Source: an optimization exercise on an open RTL-to-GDS flow (aim: small area, a short achievable clock period and few clock cycles per item). Production flows keep margins and buffers that such runs may drop.
At most, simulation tests tie the RTL to the original design; equivalence was not proved.

Setup of before:
## astar_open_sort_top
module astar_open_sort_top (
	input  logic                Clk,
	input  logic                Reset,
	input  logic                node_valid,
	output logic                node_ready,
	input  logic [8-1:0] node_x,
	input  logic [8-1:0] node_y,
	input  logic [8-1:0] start_x,
	input  logic [8-1:0] start_y,
	input  logic [8-1:0] goal_x,
	input  logic [8-1:0] goal_y,
	input  logic                sort_start,
	output logic                out_valid,
	input  logic                out_ready,
	output logic [8-1:0] out_x,
	output logic [8-1:0] out_y,
	output logic [10-1:0]  out_cost,
	output logic                out_last,
	output logic                busy
);
	localparam int N  = 16;
	localparam int EW = 2*8 + 10;    
	logic                a_v;
	logic [8-1:0] a_x, a_y;
	logic [8-1:0] a_ghi, a_glo, a_shi, a_slo;
	logic                b_v;
	logic [8-1:0] b_x, b_y;
	logic [10-1:0]  b_c;
	logic [8-1:0] e_x [N];
	logic [8-1:0] e_y [N];
	logic [10-1:0]  e_c [N];
	logic [N-1:0]        v;           
	logic                busy_r;      
	logic                ne_r;        
	logic                blk_r;       
	logic                accept;
	logic                pop;
	logic                done;
	logic                start_go;
	logic [N-1:0]        v_n;
	logic                busy_n;
	logic [N-1:0]        gt;          
	assign start_go   = sort_start & ne_r;
	assign busy       = busy_r | start_go;
	assign node_ready = ~(blk_r | start_go);
	assign accept     = node_valid & node_ready;
	assign out_valid  = busy_r;
	assign out_x      = e_x[0];
	assign out_y      = e_y[0];
	assign out_cost   = e_c[0];
	assign out_last   = busy_r & ~v[1];
	assign pop        = busy_r & out_ready;
	assign done       = pop & ~v[1];
	always_comb
	begin
		if (pop)
			v_n = {1'b0, v[N-1:1]};
		else if (b_v)
			v_n = {v[N-2:0], 1'b1};
		else
			v_n = v;
		busy_n = busy_r ? ~done : start_go;
	end
	always_ff @(posedge Clk or posedge Reset)
	begin
		if (Reset)
		begin
			a_v    <= 1'b0;
			b_v    <= 1'b0;
			v      <= '0;
			busy_r <= 1'b0;
			ne_r   <= 1'b0;
  ...
==> module cost_greater, before the edit <==
module cost_greater (
	input  logic [10-1:0] a,
	input  logic [10-1:0] b,
	output logic               gt
);
	logic [10:0] g;
	always_comb
	begin
		g[0] = 1'b0;
		for (int k = 0; k < 10; k++)
			g[k+1] = (a[k] & ~b[k]) | ((a[k] | ~b[k]) & g[k]);
	end
	assign gt = g[10];
endmodule
==> module astar_open_sort_top, before the edit <==
module astar_open_sort_top (
	input  logic                Clk,
	input  logic                Reset,
	input  logic                node_valid,
	output logic                node_ready,
	input  logic [8-1:0] node_x,
	input  logic [8-1:0] node_y,
	input  logic [8-1:0] start_x,
	input  logic [8-1:0] start_y,
	input  logic [8-1:0] goal_x,
	input  logic [8-1:0] goal_y,
	input  logic                sort_start,
	output logic                out_valid,
	input  logic                out_ready,
	output logic [8-1:0] out_x,
	output logic [8-1:0] out_y,
	output logic [10-1:0]  out_cost,
	output logic                out_last,
	output logic                busy
);
	localparam int N  = 16;
	localparam int EW = 2*8 + 10;    
	logic                a_v;
	logic [8-1:0] a_x, a_y;
	logic [8-1:0] a_ghi, a_glo, a_shi, a_slo;
	logic                b_v;
	logic [8-1:0] b_x, b_y;
	logic [10-1:0]  b_c;
	logic [8-1:0] e_x [N];
	logic [8-1:0] e_y [N];
	logic [10-1:0]  e_c [N];
	logic [N-1:0]        v;           
	logic                busy_r;      
	logic                ne_r;        
	logic                blk_r;       
	logic                accept;
	logic                pop;
	logic                done;
	logic                start_go;
	logic [N-1:0]        v_n;
	logic                busy_n;
	logic [N-1:0]        gt;          
	assign start_go   = sort_start & ne_r;
	assign busy       = busy_r | start_go;
	assign node_ready = ~(blk_r | start_go);
	assign accept     = node_valid & node_ready;
	assign out_valid  = busy_r;
	assign out_x      = e_x[0];
	assign out_y      = e_y[0];
	assign out_cost   = e_c[0];
	assign out_last   = busy_r & ~v[1];
	assign pop        = busy_r & out_ready;
	assign done       = pop & ~v[1];
	always_comb
	begin
		if (pop)
			v_n = {1'b0, v[N-1:1]};
		else if (b_v)
			v_n = {v[N-2:0], 1'b1};
		else
			v_n = v;
		busy_n = busy_r ? ~done : start_go;
	end
	always_ff @(posedge Clk or posedge Reset)
	begin
		if (Reset)
		begin
			a_v    <= 1'b0;
			b_v    <= 1'b0;
			v      <= '0;
			busy_r <= 1'b0;
			ne_r   <= 1'b0;
			blk_r  <= 1'b0;
		end
		else
		begin
			a_v    <= accept;
			b_v    <= a_v;
			v      <= v_n;
			busy_r <= busy_n;
			ne_r   <= v_n[0] | accept | a_v;
			blk_r  <= busy_n | v_n[N-1] | (v_n[N-2] & (accept | a_v)) | (v_n[N-3] & accept & a_v);
		end
	end
	logic [8-1:0] ghi, glo, shi, slo;
	logic [10-1:0]  cost;
	octile_hilo i_goal  (.ax(node_x), .ay(node_y), .bx(goal_x),  .by(goal_y),  .d_hi(ghi), .d_lo(glo));
	octile_hilo i_start (.ax(node_x), .ay(node_y), .bx(start_x), .by(start_y), .d_hi(shi), .d_lo(slo));
	octile_sum  i_sum   (.g_hi(a_ghi), .g_lo(a_glo), .s_hi(a_shi), .s_lo(a_slo), .cost(cost));
	always_ff @(posedge Clk)
	begin
		a_x   <= node_x;
		a_y   <= node_y;
		a_ghi <= ghi;
		a_glo <= glo;
		a_shi <= shi;
		a_slo <= slo;
		b_x   <= a_x;
		b_y   <= a_y;
		b_c   <= cost;
	end
	logic [EW-1:0] e_q [N];
	logic [EW-1:0] e_d [N];
	logic [EW-1:0] b_e;
	logic [N-1:0]  c_gt;
	logic [N-1:0]  s_pop, s_sh, s_new, s_hold;
	assign b_e = {b_x, b_y, b_c};
	always_comb
		for (int i = 0; i < N; i++)
		begin
			e_q[i]    = {e_x[i], e_y[i], e_c[i]};
			gt[i]     = ~v[i] | c_gt[i];
			s_pop[i]  = pop;
			s_sh[i]   = ~pop & b_v & gt[i] & ((i > 0) ? gt[(i > 0) ? i-1 : 0] : 1'b0);
			s_new[i]  = ~pop & b_v & gt[i] & ((i > 0) ? ~gt[(i > 0) ? i-1 : 0] : 1'b1);
			s_hold[i] = ~pop & ~(b_v & gt[i]);
		end
	for (genvar i = 0; i < N; i++)
	begin : g_entry
		cost_greater i_gt (.a(e_c[i]), .b(b_c), .gt(c_gt[i]));
		list_entry_next i_next (
			.q      (e_q[i]),
			.q_prev ((i > 0)   ? e_q[(i > 0) ? i-1 : 0]     : b_e),
			.q_next ((i < N-1) ? e_q[(i < N-1) ? i+1 : i] : e_q[i]),
			.q_new  (b_e),
			.s_pop  (s_pop[i]),
			.s_sh   (s_sh[i]),
			.s_new  (s_new[i]),
			.s_hold (s_hold[i]),
			.d      (e_d[i])
		);
	end
	always_ff @(posedge Clk)
		for (int i = 0; i < N; i++)
			{e_x[i], e_y[i], e_c[i]} <= e_d[i];
endmodule
clock: 13.0 ns
lec_check: 0
cap_margin: 20
core_margin: 2
core_utilization: 40
slew_margin: 20
standard.sh (not shown) runs the stock make flow with config.mk's settings and CLKGATE_MAP_FILE= SYNTH_SCRIPT=/design/flow/synth_recipe.tcl, a recipe that flattens the netlist after the stock synthesis.
==> flow/flow/run.sh <==
#!/bin/bash
# Standard layout with two changes:
#  - synthesis maps logic with flow/map.abc (ABC without its own buffering
#    and sizing; the placer's repair sizes and buffers instead). Registers
#    are mapped before ABC, exactly as in the standard synthesis.
#  - timing repair aims SETUP_SLACK_MARGIN below the clock period.
set -euo pipefail
W=$PWD
sed 's|^source \$::env(SCRIPTS_DIR)/synth_preamble.tcl$|&\nset abc_args [lreplace $abc_args 1 1 '"$W"'/flow/map.abc]|' \
	"$FLOW_HOME/scripts/synth.tcl" > "$W/map_synth.tcl"
grep -q "flow/map.abc" "$W/map_synth.tcl"
sed 's|^source \$::env(SCRIPTS_DIR)/synth.tcl$|source '"$W"'/map_synth.tcl|' "$W/synth_recipe.tcl" > "$W/map_synth_recipe.tcl"
grep -q "map_synth.tcl" "$W/map_synth_recipe.tcl"
bash standard.sh SYNTH_SCRIPT="$W/map_synth_recipe.tcl" SETUP_SLACK_MARGIN=7.4 SYNTH_HIERARCHICAL=1 \
	CTS_ARGS="-sink_clustering_enable -repair_clock_nets -dont_use_dummy_load -buf_list sky130_fd_sc_hd__clkbuf_8 -sink_clustering_size 14 -sink_clustering_max_diameter 60" \
	finish > standard_flow.log 2>&1
==> flow/flow/map.abc <==
&get -n
&st
&dch
&nf
&put
Testbench counts of before, summed over its fixed seeds: cycles 29,278, batches 1,280.
Relative to before, the following input files were edited for after:
-- flow/design.v --
<<< before, line 61
module cost_greater (
	input  logic [10-1:0] a,
	input  logic [10-1:0] b,
	output logic               gt
);
>>> after, line 61
module cost_greater (
	input  logic [10-1:0] a,
	input  logic [10-1:0] b_n,
	output logic               gt
);
<<< before, line 69
		g[0] = 1'b0;
		for (int k = 0; k < 10; k++)
			g[k+1] = (a[k] & ~b[k]) | ((a[k] | ~b[k]) & g[k]);
	end
	assign gt = g[10];
>>> after, line 69
		g[0] = 1'b0;
		for (int k = 0; k < 10; k++)
			g[k+1] = (a[k] & b_n[k]) | ((a[k] | b_n[k]) & g[k]);
	end
	assign gt = g[10];
<<< before, line 105
	logic [8-1:0] e_y [N];
	logic [10-1:0]  e_c [N];
	logic [N-1:0]        v;           
	logic                busy_r;      
	logic                ne_r;        
>>> after, line 105
	logic [8-1:0] e_y [N];
	logic [10-1:0]  e_c [N];
	logic [5-1:0] cnt;         
	logic                busy_r;      
	logic                ne_r;        
<<< before, line 113
	logic                done;
	logic                start_go;
	logic [N-1:0]        v_n;
	logic                busy_n;
	logic [N-1:0]        gt;          
>>> after, line 113
	logic                done;
	logic                start_go;
	logic [5-1:0] cnt_n;
	logic [N-1:0]        v;           
	logic                busy_n;
	logic [N-1:0]        gt;          
<<< before, line 124
	assign out_y      = e_y[0];
	assign out_cost   = e_c[0];
	assign out_last   = busy_r & ~v[1];
	assign pop        = busy_r & out_ready;
	assign done       = pop & ~v[1];
	always_comb
	begin
		if (pop)
			v_n = {1'b0, v[N-1:1]};
		else if (b_v)
			v_n = {v[N-2:0], 1'b1};
		else
			v_n = v;
		busy_n = busy_r ? ~done : start_go;
	end
>>> after, line 125
	assign out_y      = e_y[0];
	assign out_cost   = e_c[0];
	assign out_last   = busy_r & (cnt[5-1:1] == '0);
	assign pop        = busy_r & out_ready;
	assign done       = pop & (cnt[5-1:1] == '0);
	always_comb
	begin
		if (pop)
			cnt_n = cnt - 1'b1;
		else if (b_v)
			cnt_n = cnt + 1'b1;
		else
			cnt_n = cnt;
		for (int i = 0; i < N; i++)
			v[i] = cnt > i;
		busy_n = busy_r ? ~done : start_go;
	end
<<< before, line 143
			a_v    <= 1'b0;
			b_v    <= 1'b0;
			v      <= '0;
			busy_r <= 1'b0;
			ne_r   <= 1'b0;
>>> after, line 146
			a_v    <= 1'b0;
			b_v    <= 1'b0;
			cnt    <= '0;
			busy_r <= 1'b0;
			ne_r   <= 1'b0;
<<< before, line 152
			a_v    <= accept;
			b_v    <= a_v;
			v      <= v_n;
			busy_r <= busy_n;
			ne_r   <= v_n[0] | accept | a_v;
			blk_r  <= busy_n | v_n[N-1] | (v_n[N-2] & (accept | a_v)) | (v_n[N-3] & accept & a_v);
		end
	end
>>> after, line 155
			a_v    <= accept;
			b_v    <= a_v;
			cnt    <= cnt_n;
			busy_r <= busy_n;
			ne_r   <= (cnt_n != '0) | accept | a_v;
			blk_r  <= busy_n | (({1'b0, cnt_n} + accept + a_v) >= N);
		end
	end
<<< before, line 179
	logic [EW-1:0] b_e;
	logic [N-1:0]  c_gt;
	logic [N-1:0]  s_pop, s_sh, s_new, s_hold;
	assign b_e = {b_x, b_y, b_c};
	always_comb
		for (int i = 0; i < N; i++)
>>> after, line 182
	logic [EW-1:0] b_e;
	logic [N-1:0]  c_gt;
	logic [10-1:0] b_cn;
	logic [N-1:0]  s_pop, s_sh, s_new, s_hold;
	assign b_e = {b_x, b_y, b_c};
	assign b_cn = ~b_c;
	always_comb
		for (int i = 0; i < N; i++)
<<< before, line 193
	for (genvar i = 0; i < N; i++)
	begin : g_entry
		cost_greater i_gt (.a(e_c[i]), .b(b_c), .gt(c_gt[i]));
		list_entry_next i_next (
			.q      (e_q[i]),
>>> after, line 198
	for (genvar i = 0; i < N; i++)
	begin : g_entry
		cost_greater i_gt (.a(e_c[i]), .b_n(b_cn), .gt(c_gt[i]));
		list_entry_next i_next (
			.q      (e_q[i]),
==> notes.md <==
Compared with before, in after first-pass iteration count of the detailed router saw an increase; multi-input combinational area share saw an increase; storage element area saw a decrease. On critical path depth: after sits above before. Residual antenna-violating net count after detailed routing: before vs after identical. Async set-or-reset flop fraction in the synthesized netlist: after vs before down 2.1 points. after vs before on total wire length after detailed routing: after is the higher one. Looking at kind of critical path, the input port to flip-flop result is from after; the input port to output port one comes from before. [after] synthesis-to-layout area growth rose 2.5 points relative to before. Delta (after minus before): final cell count -176; number of gates resized after CTS +13; layout sequential cell count -11.
The RTL of after was laid out without a check of its function.

-- static timing again, ports no longer ideal --
Ports are ideal in the flow. The routed layouts listed here were re-timed in OpenROAD.
Step 1 assumes that a clkbuf_16 drives the clock port and a buf_2 every other input.
Step 2 adds t to the input delays and takes it off the output delays; t is the mean of the earliest and latest rising clock arrival at the registers after step 1. Input paths then give back, and output paths get back, about the clock's delay inside the block.
a / b / c = ideal ports / drivers / drivers and shift; a / b = the first two.
run	t (ns)	setup slack, ns	worst setup path after step 2	worst register clock-pin slew, ns
before	0.698	7.412 / 7.375 / 6.798	input to register	0.09 / 0.09
after	0.690	7.384 / 7.372 / 6.728	input to register	0.10 / 0.10
After both steps setup and hold are still met in every run listed. The setup slack of after, which loses most, moves by -0.012 ns with the drivers and by -0.656 ns with both steps.
